Background: an optimization exercise with open tools, aiming at small area and a short achievable clock period. Do not read the settings as production practice.
At most, simulation tests tie the RTL to the original design; equivalence was not proved.

==> flow/design.v (excerpt) <==
module life_row_engine #(
    parameter int WIDTH  = 64,
    parameter int HEIGHT = 32,
    parameter int WRAP   = 0
) (
    input  logic                                 clk,
    input  logic                                 rst_n,
    input  logic                                 start,
    input  logic [8:0]                           birth_mask,
    input  logic [8:0]                           survive_mask,
    input  logic                                 in_valid,
    output logic                                 in_ready,
    input  logic [WIDTH-1:0]                     in_row,
    output logic                                 out_valid,
    input  logic                                 out_ready,
    output logic [WIDTH-1:0]                     out_row,
    output logic                                 out_last,
    output logic                                 busy,
    output logic                                 gen_done,
    output logic [$clog2(WIDTH*HEIGHT+1)-1:0]    alive_count,
    output logic                                 stable
);
==> flow/config.mk <==
export PLATFORM = sky130hd
export DESIGN_NAME = life_row_engine
export DESIGN_NICKNAME = life_row_engine
export VERILOG_FILES = /design/flow/design.v
export SDC_FILE = /design/flow/constraint.sdc
export NUM_CORES = 4
export LEC_CHECK = 0
export CAP_MARGIN = 20
export CORE_MARGIN = 2
export CORE_UTILIZATION = 40
export SLEW_MARGIN = 20
export SYNTH_HIERARCHICAL = 1
==> flow/constraint.sdc <==
create_clock -name core_clock -period 11.5 [get_ports {clk}]
set_input_delay 2.3000 -clock core_clock [delete_from_list [all_inputs] [get_ports {clk}]]
set_output_delay 2.3000 -clock core_clock [all_outputs]
set_load 0.01 [all_outputs]
standard.sh (not shown) runs the stock make flow with config.mk's settings and CLKGATE_MAP_FILE= SYNTH_SCRIPT=/design/flow/synth_recipe.tcl, a recipe that flattens the netlist after the stock synthesis.
==> flow/flow/run.sh <==
#!/bin/bash
# The standard synthesis and layout, with these changes to the layout steps:
# - the synthesized combinational cells start as the smallest cell of their kind
#   (flow/downsize.tcl), so that timing repair only grows the ones that need it;
# - the port buffers are the cell named in flow/port_buffer.txt;
# - timing repair aims for the setup slack in flow/setup_margin.txt;
# - clock tree synthesis takes the arguments in flow/cts_args.txt, if present.
set -uo pipefail
cd "$(dirname "$0")/.."
bash standard.sh synth > synth.log 2>&1 || exit 1
export PRE_FLOORPLAN_TCL="$(pwd)/flow/downsize.tcl"
export BUFFER_PORTS_ARGS="-buffer_cell $(cat flow/port_buffer.txt)"
export SETUP_SLACK_MARGIN=$(cat flow/setup_margin.txt)
if [[ -f flow/cts_args.txt ]]; then
  export CTS_ARGS="$(cat flow/cts_args.txt)"
fi
bash standard.sh > layout.log 2>&1
==> flow/flow/cts_args.txt <==
-sink_clustering_enable -repair_clock_nets -buf_list sky130_fd_sc_hd__clkbuf_8 -dont_use_dummy_load
==> flow/flow/downsize.tcl <==
# Swap every combinational cell for the smallest-area cell of its kind (same function,
# another drive strength), so that timing repair only grows the cells whose paths
# need it.
set n_down 0
foreach inst [get_cells *] {
  set ref [get_property $inst ref_name]
  if {![regexp {^(sky130_fd_sc_hd__([a-z0-9]+))_([0-9]+)$} $ref -> base kind drive]} { continue }
  if {[regexp {^(e?df|sdf|dl|tap|fill|decap|conb|clk|dly|probe|lpflow)} $kind]} { continue }
  set best_area [get_property [get_lib_cells $ref] area]
  set best ""
  foreach lc [get_lib_cells -quiet ${base}_*] {
    set name [get_property $lc name]
    if {![regexp "^${base}_\[0-9\]+\$" $name]} { continue }
    set a [get_property $lc area]
    if {$a < $best_area - 1e-6} {
      set best_area $a
      set best $lc
    }
  }
  if {$best ne ""} {
    replace_cell $inst $best
    incr n_down
  }
}
puts "downsize.tcl: swapped $n_down cells for smaller ones"
==> flow/flow/port_buffer.txt <==
sky130_fd_sc_hd__buf_2
==> flow/flow/setup_margin.txt <==
6.5
The first run passed the timing, DRC and antenna checks.
==> next run, changes <==
==> flow/flow/run.sh (replaced) <==
#!/bin/bash
# The standard synthesis and layout, with three changes to the layout steps: the
# synthesized combinational cells start at their smallest drive strength
# (flow/downsize.tcl), the port buffers are buf_2 cells, and timing repair aims for
# the setup slack in flow/setup_margin.txt.
set -uo pipefail
cd "$(dirname "$0")/.."
bash standard.sh synth > synth.log 2>&1 || exit 1
export PRE_FLOORPLAN_TCL="$(pwd)/flow/downsize.tcl"
export BUFFER_PORTS_ARGS="-buffer_cell sky130_fd_sc_hd__buf_2"
export SETUP_SLACK_MARGIN=$(cat flow/setup_margin.txt)
bash standard.sh > layout.log 2>&1
removed: flow/flow/cts_args.txt
removed: flow/flow/port_buffer.txt
Maximum frequency is about the same.
Non-clock buffer count rises by 12.
Sequential share of layout area falls by 0.40 points.
Die area is unchanged.
Clock-buffer cell count falls by 13.
Global-route usage falls by 0.12 points.
Via count is about the same.
Routed wire length stays flat.
Core utilization rises by 0.71 points.


Setup of v21:
life_row_engine, a different RTL version from the one above (not shown whole).
Size in the first run: ~1400 cells after synthesis, ~170 I/O pins.
export LEC_CHECK = 0
export CAP_MARGIN = 20
export CORE_MARGIN = 2
export CORE_UTILIZATION = 40
export SLEW_MARGIN = 20
export SYNTH_HIERARCHICAL = 1
create_clock -name core_clock -period 11.5 [get_ports {clk}]
==> flow/flow/run.sh <==
#!/bin/bash
# The standard synthesis and layout, with these changes to the layout steps:
# - the synthesized combinational cells start as the smallest cell of their kind
#   (flow/downsize.tcl), so that timing repair only grows the ones that need it;
# - the port buffers are the cell named in flow/port_buffer.txt;
# - timing repair aims for the setup slack in flow/setup_margin.txt;
# - clock tree synthesis takes the arguments in flow/cts_args.txt, if present.
set -uo pipefail
cd "$(dirname "$0")/.."
bash standard.sh synth > synth.log 2>&1 || exit 1
export PRE_FLOORPLAN_TCL="$(pwd)/flow/downsize.tcl"
export BUFFER_PORTS_ARGS="-buffer_cell $(cat flow/port_buffer.txt)"
export SETUP_SLACK_MARGIN=$(cat flow/setup_margin.txt)
if [[ -f flow/cts_args.txt ]]; then
  export CTS_ARGS="$(cat flow/cts_args.txt)"
fi
bash standard.sh > layout.log 2>&1
==> flow/flow/cts_args.txt <==
-sink_clustering_enable -repair_clock_nets -buf_list sky130_fd_sc_hd__clkbuf_8 -dont_use_dummy_load
==> flow/flow/port_buffer.txt <==
sky130_fd_sc_hd__buf_1
==> flow/flow/setup_margin.txt <==
6.6
Scripts as last shown in full above: flow/flow/downsize.tcl
Relative to v21, the following input files were edited for v8:
==> flow/flow/cts_args.txt <==
-sink_clustering_enable -repair_clock_nets -buf_list sky130_fd_sc_hd__clkbuf_8 -dont_use_dummy_load -sink_clustering_size 12 -sink_clustering_max_diameter 100
==> flow/flow/setup_margin.txt <==
6.5
## What came out
Against v21 as the reference, v8 delivers a higher final critical-path required period. Compared with v21, v8 shows worst setup slack lower by 0.0087 ns. Final routed wirelength across all metal layers on v8 is ahead of v21. v8: routed wire length on met2 is about 2.8% lower than what v21 reported. On post-cts gate resize count: v8 sits below v21.
Edits applied to the flow inputs when going from v8 to v59:
==> flow/flow/port_buffer.txt <==
sky130_fd_sc_hd__buf_2
removed: flow/flow/cts_args.txt
--- outcome ---
Any difference in highest clock rate between v59 and v8 is small enough to ignore.
Summary of v59 over v8: sequential share of cell area now sits lower; clock latency on the worst-skew pair now sits lower; buffer count excluding the clock tree in the final layout now sits lower.
Relative to v8, the detailed route wirelength on metal2 measured on v59 has increased by a few percent.
Against v8, cell area in v59 came out worse.
Compared with v8, number of clock-tree buffers in the layout in v59 increased by more than 100%.
The inputs of v32 differ from those of v59 as listed below.
==> flow/flow/cts_args.txt (new file) <==
-sink_clustering_enable -repair_clock_nets -buf_list sky130_fd_sc_hd__clkbuf_8 -dont_use_dummy_load
==> flow/flow/port_buffer.txt <==
sky130_fd_sc_hd__buf_1
[summary]
- Looking only at post-layout worst setup margin, and setting everything else aside, the higher value of v59 and v32 goes to v32.
- v32 -> v59: routed via count flat
- Compared v32 against v59; worst path arrival time within noise.
- Summary of v32 over v59: maximum frequency has remained practically unchanged, final standard cell utilization of the core has decreased.
- Total clock buffers created by CTS (higher): v32
- Diff v59..v32 | final standard cell count with taps included and fillers excluded | negligible
- Initial DRC count, v32 vs v59: up by more than 10%
No run of this note included a check of the RTL's function; only the layout flow was run.


Another version of the RTL of life_row_engine (not shown whole).
Size: roughly 1400 cells after synthesis, about 25000 um2 of cells after synthesis.
clock: 11.5 ns
lec_check: 0
cap_margin: 20
core_margin: 2
core_utilization: 65
slew_margin: 20
synth_hierarchical: 1
==> flow/flow/cts_args.txt <==
-sink_clustering_enable -repair_clock_nets -buf_list sky130_fd_sc_hd__clkbuf_8 -dont_use_dummy_load -sink_clustering_size 12 -sink_clustering_max_diameter 100
==> flow/flow/port_buffer.txt <==
sky130_fd_sc_hd__buf_1
==> flow/flow/setup_margin.txt <==
6.5
Scripts as last shown in full above: flow/flow/run.sh, flow/flow/downsize.tcl
Edit:
- CORE_UTILIZATION: 65 -> 40
Outcome: Via count is about the same. Setup slack degrades by 0.0086 ns.
Edit:
- CORE_UTILIZATION: 40 -> 55
Result:
- setup slack improved by 0.010 ns
- sequential share of layout area increases by 0.28 points
- clock skew decreases by 0.0037 ns
- synthesized area stays the same
- via count increases by 0.33%
- wire length decreases by about 1.1%
- utilization increases by 16 points
Edit:
- CAP_MARGIN: 20 -> 5
- CORE_UTILIZATION: 55 -> 40
- SLEW_MARGIN: 20 -> 5
The new run passed the timing, DRC and antenna checks.
Sequential share of layout area goes down by 0.28 points.
Non-clock buffer count goes up by 2.
Setup slack is worse by 0.010 ns.
Utilization goes down by 16 points.
Routed wire length goes up by 1.1%.
Synthesized cell count stays the same.

## what the ideal ports hide
No port has a modelled driver above. Below, the same layouts with a new extraction and two added sets of constraints.
Step 1 assumes that a clkbuf_16 drives the clock port and a buf_2 every other input.
Step 2 times the ports against the registers' clock, not the clock port: input delays grow and output delays shrink by t, the midpoint of the rising clock arrivals with the driver on.
Slacks: no drivers / after step 1 / after step 2; pairs: no drivers / after step 1.
| run | t (ns) | slack for setup (ns) | worst setup path after step 2 |
|---|---|---|---|
| the first run of note 1 | 0.671 | 6.530 / 6.498 / 5.941 | input to register |
| the second run of note 1 | 0.641 | 6.531 / 6.498 / 5.969 | input to register |
| v21 | 0.696 | 6.541 / 6.508 / 5.998 | input to register |
| v8 | 0.671 | 6.532 / 6.497 / 5.941 | input to register |
| v59 | 0.610 | 6.526 / 6.494 / 6.004 | input to register |
| v32 | 0.692 | 6.532 / 6.497 / 5.936 | input to register |
| the first run of note 3 | 0.644 | 6.533 / 6.500 / 6.100 | input to register |
| the second run of note 3 | 0.680 | 6.525 / 6.491 / 6.028 | input to register |
| the third run of note 3 | 0.671 | 6.535 / 6.502 / 6.109 | input to register |
| the fourth run of note 3 | 0.680 | 6.525 / 6.491 / 6.028 | input to register |
After both steps setup and hold are still met in every run listed. The setup slack of v32, which loses most, moves by -0.035 ns with the drivers and by -0.596 ns with both steps.
